Background: an optimization exercise with open tools, aiming at small area, a short achievable clock period and few clock cycles per item. Do not read the settings as production practice.
Where RTL was checked, it was by simulation tests only, not by an equivalence proof against the original.
Power is estimated from default activity; no workload was simulated.

08-03:
// fx_arith_top
module fx_arith_top (
  input  logic             clk,
  input  logic             rst_n,
  input  logic             in_valid,
  output logic             in_ready,
  input  fx_pkg::fx_word_t num_a,     
  input  fx_pkg::fx_word_t num_b,     
  input  logic             op_mul,
  output logic             out_valid,
  input  logic             out_ready,
  output fx_pkg::fx_word_t result,
  output logic             overflow,
  output logic             precision_lost
);
Size in the first run: about 860 cells after synthesis, roughly 37 flip-flops, roughly 57 I/O pins, ~8100 um^2 of cells after synthesis.
clock: 5.5 ns
lec_check: 0
abc_area: 1
cap_margin: 20
core_margin: 2
core_utilization: 40
slew_margin: 20
standard.sh (not shown) runs the stock make flow with config.mk's settings and CLKGATE_MAP_FILE= SYNTH_SCRIPT=/design/flow/synth_recipe.tcl, a recipe that flattens the netlist after the stock synthesis.
==> flow/flow/run.sh <==
#!/bin/bash
# Own layout flow: the standard flow, with the design's one-gate modules
# (full and half adders, Booth select gates) given as the cells they stand
# for. Everything else, registers included, goes through the standard
# synthesis unchanged. Ports are buffered with plain buffers rather than
# delay cells, and the resizer may change a cell's footprint.
set -euo pipefail
work=$(pwd)
python3 flow/subst.py design.v flow/cells.v > design_cells.v 2> subst.log
bash standard.sh VERILOG_FILES="$work/design_cells.v" \
  BUFFER_PORTS_ARGS="-buffer_cell sky130_fd_sc_hd__buf_1" \
  MATCH_CELL_FOOTPRINT=0 finish > standard.log 2>&1
==> flow/flow/cells.v <==
// Cell-level bodies for the design's one-gate modules. flow/run.sh puts
// these in place of the RTL bodies before synthesis, so that each module
// becomes exactly the cell named here; the function is the same.
module fx_fa (input a, input b, input c, output s, output co);
  sky130_fd_sc_hd__fa_1 u (.A(a), .B(b), .CIN(c), .SUM(s), .COUT(co));
endmodule

module fx_ha (input a, input b, output s, output co);
  sky130_fd_sc_hd__ha_1 u (.A(a), .B(b), .SUM(s), .COUT(co));
endmodule

module fx_hai (input a, input b, output s, output co);
  sky130_fd_sc_hd__xnor2_1 us (.A(a), .B(b), .Y(s));
  sky130_fd_sc_hd__or2_1 uc (.A(a), .B(b), .X(co));
endmodule

module fx_aoi22 (input a, input b, input c, input d, output y);
  sky130_fd_sc_hd__a22oi_1 u (.A1(a), .A2(b), .B1(c), .B2(d), .Y(y));
endmodule

module fx_xor2 (input a, input b, output y);
  sky130_fd_sc_hd__xor2_1 u (.A(a), .B(b), .X(y));
endmodule

module fx_xnor2 (input a, input b, output y);
  sky130_fd_sc_hd__xnor2_1 u (.A(a), .B(b), .Y(y));
endmodule
==> flow/flow/subst.py <==
#!/usr/bin/env python3
"""subst.py DESIGN CELLS: DESIGN with every module that CELLS defines taken
out, and CELLS appended, on stdout."""
import re
import sys

design = open(sys.argv[1]).read()
cells = open(sys.argv[2]).read()
names = re.findall(r'^\s*module\s+(\w+)', cells, re.M)
for n in names:
    pat = re.compile(r'^\s*module\s+' + n + r'\b.*?^\s*endmodule\b[^\n]*\n?', re.M | re.S)
    design, k = pat.subn('', design)
    print(f'{n}: replaced {k}', file=sys.stderr)
sys.stdout.write(design + '\n' + cells)
Testbench counts of 08-03, summed over its fixed seeds: cycles 12,008, items 12,000.
For 10-18, these inputs were changed with respect to 08-03:
==> flow/flow/run.sh <==
#!/bin/bash
# Own layout flow: the standard flow, with the design's one-gate modules
# (full and half adders, Booth select gates) given as the cells they stand
# for. Everything else, registers included, goes through the standard
# synthesis unchanged.
set -euo pipefail
work=$(pwd)
python3 flow/subst.py design.v flow/cells.v > design_cells.v 2> subst.log
bash standard.sh VERILOG_FILES="$work/design_cells.v" finish > standard.log 2>&1
Results
- Final cycle utilization of the critical path: 10-18 vs 08-03 up 5.1 points
- Compared with 08-03, 10-18 shows fmax lower by about 5.4%.
- Routed wire in 10-18 totals more than in 08-03.
- Total area of multi-input combinational cells: 10-18 vs 08-03, no meaningful difference
- From 10-18 to 08-03, synthesized cell count did not move at all.
- 10-18 vs. 08-03: total power after layout rose 7.5%, count of inverters other than clock inverters in the layout now sits at about the same level.

* * *

Another version of the RTL of fx_arith_top (not shown whole).
Size: ~900 cells after synthesis, about 9100 um2 of cells after synthesis.
Settings: LEC_CHECK=0, ABC_AREA=1, CAP_MARGIN=20, CORE_MARGIN=2, CORE_UTILIZATION=40, CTS_BUF_LIST=sky130_fd_sc_hd__clkbuf_4 sky130_fd_sc_hd__clkbuf_8, SETUP_SLACK_MARGIN=2.0, SLEW_MARGIN=20; clock period 5.5 ns.
==> flow/flow/run.sh <==
#!/bin/bash
# Own layout flow: the standard flow, with the design's one-gate modules
# (full and half adders, Booth select gates) given as the cells they stand
# for. Everything else, registers included, goes through the standard
# synthesis unchanged. Ports are buffered with plain buffers rather than
# delay cells, and the resizer may change a cell's footprint.
set -euo pipefail
work=$(pwd)
python3 flow/subst.py design.v flow/cells.v > design_cells.v 2> subst.log
bash standard.sh VERILOG_FILES="$work/design_cells.v" \
  BUFFER_PORTS_ARGS="-buffer_cell sky130_fd_sc_hd__buf_1" \
  MATCH_CELL_FOOTPRINT=0 finish > standard.log 2>&1
==> flow/flow/cells.v <==
// Cell-level bodies for the design's one-gate modules. flow/run.sh puts
// these in place of the RTL bodies before synthesis, so that each module
// becomes exactly the cell named here; the function is the same.
module fx_fa (input a, input b, input c, output s, output co);
  sky130_fd_sc_hd__fa_1 u (.A(a), .B(b), .CIN(c), .SUM(s), .COUT(co));
endmodule

module fx_ha (input a, input b, output s, output co);
  sky130_fd_sc_hd__ha_1 u (.A(a), .B(b), .SUM(s), .COUT(co));
endmodule

module fx_hai (input a, input b, output s, output co);
  sky130_fd_sc_hd__xnor2_1 us (.A(a), .B(b), .Y(s));
  sky130_fd_sc_hd__or2_1 uc (.A(a), .B(b), .X(co));
endmodule

module fx_aoi22 (input a, input b, input c, input d, output y);
  sky130_fd_sc_hd__a22oi_1 u (.A1(a), .A2(b), .B1(c), .B2(d), .Y(y));
endmodule

module fx_xor2 (input a, input b, output y);
  sky130_fd_sc_hd__xor2_1 u (.A(a), .B(b), .X(y));
endmodule

module fx_xnor2 (input a, input b, output y);
  sky130_fd_sc_hd__xnor2_1 u (.A(a), .B(b), .Y(y));
endmodule

module fx_nand2 (input a, input b, output y);
  sky130_fd_sc_hd__nand2_1 u (.A(a), .B(b), .Y(y));
endmodule

module fx_mux2i (input a0, input a1, input s, output y);
  sky130_fd_sc_hd__mux2i_1 u (.A0(a0), .A1(a1), .S(s), .Y(y));
endmodule
Scripts as last shown in full above: flow/flow/subst.py
Next try:
SETUP_SLACK_MARGIN = 1.5   (was 2.0)
=> The changed run finished clean. Routed wire length fell by 12%. Critical path depth does not change. Total power fell by 6.6%. Setup slack is worse by 31 ps. Non-clock buffer count fell by 64. Clock skew is about the same. Die area stays the same. Count of clock-buffer cells in the layout fell by 3. Cell area fell by 10%.
Function was not checked in any run of this note: the RTL went through the layout flow alone.

* * *

Another version of the RTL of fx_arith_top (not shown whole).
For scale: roughly 82 flip-flops, roughly 9300 sq um of cells after synthesis.
clock: 5.5 ns
lec_check: 0
abc_area: 1
cap_margin: 20
core_margin: 2
core_utilization: 60
cts_buf_list: sky130_fd_sc_hd__clkbuf_4 sky130_fd_sc_hd__clkbuf_8
place_density: 0.75
setup_slack_margin: 1.6
slew_margin: 20
==> flow/flow/run.sh <==
#!/bin/bash
# Own layout flow: the standard flow, with the design's one-gate modules
# (full and half adders, Booth select gates, multiplexers) given as the
# cells they stand for. Everything else, registers included, goes through
# the standard synthesis unchanged. Ports are buffered with plain buffers
# rather than delay cells, the resizer may change a cell's footprint, and
# after global placement each register output with a large fanout gets a
# buffer (flow/bufregs.tcl).
set -euo pipefail
work=$(pwd)
python3 flow/subst.py design.v flow/cells.v > design_cells.v 2> subst.log
bash standard.sh VERILOG_FILES="$work/design_cells.v" \
  BUFFER_PORTS_ARGS="-buffer_cell sky130_fd_sc_hd__buf_1" \
  MATCH_CELL_FOOTPRINT=0 \
  POST_GLOBAL_PLACE_TCL="$work/flow/bufregs.tcl" finish > standard.log 2>&1
==> flow/flow/bufregs.tcl <==
# After global placement: give every register output that drives many pins a
# buffer of its own, so that the register (a weak edfxtp_1) drives one pin
# and the buffer drives the rest.
set nbuf 0
foreach inst [get_cells *] {
  if { [get_property $inst ref_name] ne "sky130_fd_sc_hd__edfxtp_1" } { continue }
  set q [get_pins -of_objects $inst -filter "direction == output"]
  set net [get_nets -of_objects $q]
  set loads [get_pins -of_objects $net -filter "direction == input"]
  if { [llength $loads] > 6 } {
    insert_buffer -buffer_cell sky130_fd_sc_hd__buf_4 -net [get_full_name $net]
    incr nbuf
  }
}
puts "bufregs: buffered $nbuf register outputs"
==> flow/flow/cells.v <==
// Cell-level bodies for the design's one-gate modules. flow/run.sh puts
// these in place of the RTL bodies before synthesis, so that each module
// becomes exactly the cell named here; the function is the same.

module fx_fa (input a, input b, input c, output s, output co);
  sky130_fd_sc_hd__fa_1 u (.A(a), .B(b), .CIN(c), .SUM(s), .COUT(co));
endmodule

module fx_ha (input a, input b, output s, output co);
  sky130_fd_sc_hd__ha_1 u (.A(a), .B(b), .SUM(s), .COUT(co));
endmodule

module fx_hai (input a, input b, output s, output co);
  sky130_fd_sc_hd__xnor2_1 us (.A(a), .B(b), .Y(s));
  sky130_fd_sc_hd__or2_1 uc (.A(a), .B(b), .X(co));
endmodule

module fx_o22ai (input a1, input a2, input b1, input b2, output y);
  sky130_fd_sc_hd__o22ai_1 u (.A1(a1), .A2(a2), .B1(b1), .B2(b2), .Y(y));
endmodule

module fx_nor2 (input a, input b, output y);
  sky130_fd_sc_hd__nor2_1 u (.A(a), .B(b), .Y(y));
endmodule

module fx_xnor2 (input a, input b, output y);
  sky130_fd_sc_hd__xnor2_1 u (.A(a), .B(b), .Y(y));
endmodule

module fx_nand2b (input a_n, input b, output y);
  sky130_fd_sc_hd__nand2b_1 u (.A_N(a_n), .B(b), .Y(y));
endmodule

module fx_mux2i (input a0, input a1, input s, output y);
  sky130_fd_sc_hd__mux2i_1 u (.A0(a0), .A1(a1), .S(s), .Y(y));
endmodule
Scripts as last shown in full above: flow/flow/subst.py
Testbench counts at the start, summed over its fixed seeds: cycles 12,016, items 12,000.
Rerun with:
==> flow/flow/run.sh (replaced) <==
#!/bin/bash
# Own layout flow: the standard flow, with the design's one-gate modules
# (full and half adders, Booth select gates) given as the cells they stand
# for. Everything else, registers included, goes through the standard
# synthesis unchanged. Ports are buffered with plain buffers rather than
# delay cells, and the resizer may change a cell's footprint.
set -euo pipefail
work=$(pwd)
python3 flow/subst.py design.v flow/cells.v > design_cells.v 2> subst.log
bash standard.sh VERILOG_FILES="$work/design_cells.v" \
  BUFFER_PORTS_ARGS="-buffer_cell sky130_fd_sc_hd__buf_1" \
  MATCH_CELL_FOOTPRINT=0 finish > standard.log 2>&1
--- a/flow/flow/cells.v
+++ b/flow/flow/cells.v
@@ -3,3 +3,2 @@
 // becomes exactly the cell named here; the function is the same.
-
 module fx_fa (input a, input b, input c, output s, output co);
@@ -17,2 +16,22 @@
 
+module fx_aoi22 (input a, input b, input c, input d, output y);
+  sky130_fd_sc_hd__a22oi_1 u (.A1(a), .A2(b), .B1(c), .B2(d), .Y(y));
+endmodule
+
+module fx_xor2 (input a, input b, output y);
+  sky130_fd_sc_hd__xor2_1 u (.A(a), .B(b), .X(y));
+endmodule
+
+module fx_xnor2 (input a, input b, output y);
+  sky130_fd_sc_hd__xnor2_1 u (.A(a), .B(b), .Y(y));
+endmodule
+
+module fx_nand2 (input a, input b, output y);
+  sky130_fd_sc_hd__nand2_1 u (.A(a), .B(b), .Y(y));
+endmodule
+
+module fx_mux2i (input a0, input a1, input s, output y);
+  sky130_fd_sc_hd__mux2i_1 u (.A0(a0), .A1(a1), .S(s), .Y(y));
+endmodule
+
 module fx_o22ai (input a1, input a2, input b1, input b2, output y);
@@ -25,6 +44,2 @@
 
-module fx_xnor2 (input a, input b, output y);
-  sky130_fd_sc_hd__xnor2_1 u (.A(a), .B(b), .Y(y));
-endmodule
-
 module fx_nand2b (input a_n, input b, output y);
@@ -32,5 +47 @@
 endmodule
-
-module fx_mux2i (input a0, input a1, input s, output y);
-  sky130_fd_sc_hd__mux2i_1 u (.A0(a0), .A1(a1), .S(s), .Y(y));
-endmodule
--- a/flow/config.mk
+++ b/flow/config.mk
@@ -10,6 +10,5 @@
 export CORE_MARGIN = 2
-export CORE_UTILIZATION = 60
+export CORE_UTILIZATION = 40
 export CTS_BUF_LIST = sky130_fd_sc_hd__clkbuf_4 sky130_fd_sc_hd__clkbuf_8
-export PLACE_DENSITY = 0.75
-export SETUP_SLACK_MARGIN = 1.6
+export SETUP_SLACK_MARGIN = 1.2
 export SLEW_MARGIN = 20
removed: flow/flow/bufregs.tcl
The changed run finished with timing, DRC and antenna clean.
Global-route usage went down by 8.2 points.
Synthesized cell count stays the same.
Register-to-register slack degrades by 0.22 ns.
Worst setup slack loses 0.22 ns.
Total power hardly moves.
Sequential cell count is unchanged.
Via count drops by 3.6%.
Rerun with:
==> flow/flow/run.sh (replaced) <==
#!/bin/bash
# Own layout flow: the standard flow, with the design's one-gate modules
# (full and half adders, Booth select gates, multiplexers) given as the
# cells they stand for. Everything else, registers included, goes through
# the standard synthesis unchanged. Ports are buffered with plain buffers
# rather than delay cells, the resizer may change a cell's footprint, and
# after global placement each register output with a large fanout gets a
# buffer (flow/bufregs.tcl).
set -euo pipefail
work=$(pwd)
python3 flow/subst.py design.v flow/cells.v > design_cells.v 2> subst.log
bash standard.sh VERILOG_FILES="$work/design_cells.v" \
  BUFFER_PORTS_ARGS="-buffer_cell sky130_fd_sc_hd__buf_1" \
  MATCH_CELL_FOOTPRINT=0 \
  POST_GLOBAL_PLACE_TCL="$work/flow/bufregs.tcl" finish > standard.log 2>&1
==> flow/flow/bufregs.tcl (new file) <==
# After global placement: give every register output that drives many pins a
# buffer of its own, so that the register (a weak edfxtp_1) drives one pin
# and the buffer drives the rest.
set nbuf 0
foreach inst [get_cells *] {
  if { [get_property $inst ref_name] ne "sky130_fd_sc_hd__edfxtp_1" } { continue }
  set q [get_pins -of_objects $inst -filter "direction == output"]
  set net [get_nets -of_objects $q]
  set loads [get_pins -of_objects $net -filter "direction == input"]
  if { [llength $loads] > 6 } {
    insert_buffer -buffer_cell sky130_fd_sc_hd__buf_4 -net [get_full_name $net]
    incr nbuf
  }
}
puts "bufregs: buffered $nbuf register outputs"
--- a/flow/flow/cells.v
+++ b/flow/flow/cells.v
@@ -3,2 +3,3 @@
 // becomes exactly the cell named here; the function is the same.
+
 module fx_fa (input a, input b, input c, output s, output co);
@@ -16,22 +17,2 @@
 
-module fx_aoi22 (input a, input b, input c, input d, output y);
-  sky130_fd_sc_hd__a22oi_1 u (.A1(a), .A2(b), .B1(c), .B2(d), .Y(y));
-endmodule
-
-module fx_xor2 (input a, input b, output y);
-  sky130_fd_sc_hd__xor2_1 u (.A(a), .B(b), .X(y));
-endmodule
-
-module fx_xnor2 (input a, input b, output y);
-  sky130_fd_sc_hd__xnor2_1 u (.A(a), .B(b), .Y(y));
-endmodule
-
-module fx_nand2 (input a, input b, output y);
-  sky130_fd_sc_hd__nand2_1 u (.A(a), .B(b), .Y(y));
-endmodule
-
-module fx_mux2i (input a0, input a1, input s, output y);
-  sky130_fd_sc_hd__mux2i_1 u (.A0(a0), .A1(a1), .S(s), .Y(y));
-endmodule
-
 module fx_o22ai (input a1, input a2, input b1, input b2, output y);
@@ -44,2 +25,6 @@
 
+module fx_xnor2 (input a, input b, output y);
+  sky130_fd_sc_hd__xnor2_1 u (.A(a), .B(b), .Y(y));
+endmodule
+
 module fx_nand2b (input a_n, input b, output y);
@@ -47 +32,5 @@
 endmodule
+
+module fx_mux2i (input a0, input a1, input s, output y);
+  sky130_fd_sc_hd__mux2i_1 u (.A0(a0), .A1(a1), .S(s), .Y(y));
+endmodule
--- a/flow/config.mk
+++ b/flow/config.mk
@@ -10,5 +10,6 @@
 export CORE_MARGIN = 2
-export CORE_UTILIZATION = 40
+export CORE_UTILIZATION = 60
 export CTS_BUF_LIST = sky130_fd_sc_hd__clkbuf_4 sky130_fd_sc_hd__clkbuf_8
-export SETUP_SLACK_MARGIN = 1.2
+export PLACE_DENSITY = 0.75
+export SETUP_SLACK_MARGIN = 2.5
 export SLEW_MARGIN = 20
The new run completed with no timing, DRC or antenna violations; combinational power rises by 31%; area after synthesis is unchanged; routed wire length increases by 26%; sequential share of layout area goes down by 3.8 points.

separate check: timing with driven ports:
The results above use ideal ports. As a check the final layouts listed here were re-extracted and re-timed, cells and wires unchanged.
Step 1 sets driving cells, clkbuf_16 on the clock port and buf_2 on the other inputs (assumed; they add their load-dependent delay and slew).
Step 2 also shifts input and output timing later by t, the mid clock arrival at the registers, as if the neighbouring blocks saw the same clock.
Three values: ideal ports, drivers, drivers and shift; two values: the first two.
| run | t, ns | setup slack, ns | clock arrival spread, ns | slew at the worst register clock pin (ns) | pins driven straight from the clock port |
|---|---|---|---|---|---|
| 08-03 | 0.316 | 0.568 / 0.582 / 0.266 | 0.009 / 0.009 | 0.06 / 0.06 | 1 |
| 10-18 | 0.315 | 0.285 / 0.297 / -0.018 | 0.010 / 0.009 | 0.06 / 0.06 | 1 |
| the first run of note 2 | 0.429 | 1.596 / 1.596 / 1.596 | 0.019 / 0.019 | 0.10 / 0.10 | 1 |
| the second run of note 2 | 0.430 | 1.566 / 1.566 / 1.566 | 0.017 / 0.017 | 0.09 / 0.09 | 1 |
| the first run of note 3 | 0.407 | 1.929 / 1.929 / 1.929 | 0.018 / 0.017 | 0.10 / 0.10 | 1 |
| the second run of note 3 | 0.420 | 1.710 / 1.710 / 1.710 | 0.016 / 0.016 | 0.10 / 0.10 | 1 |
| the third run of note 3 | 0.417 | 1.992 / 1.992 / 1.992 | 0.016 / 0.015 | 0.10 / 0.10 | 1 |
With both steps, setup timing fails in 10-18, where it was met with ideal ports. For 10-18, which loses most, drivers alone change the setup slack by +0.012 ns; drivers and shift together by -0.303 ns.
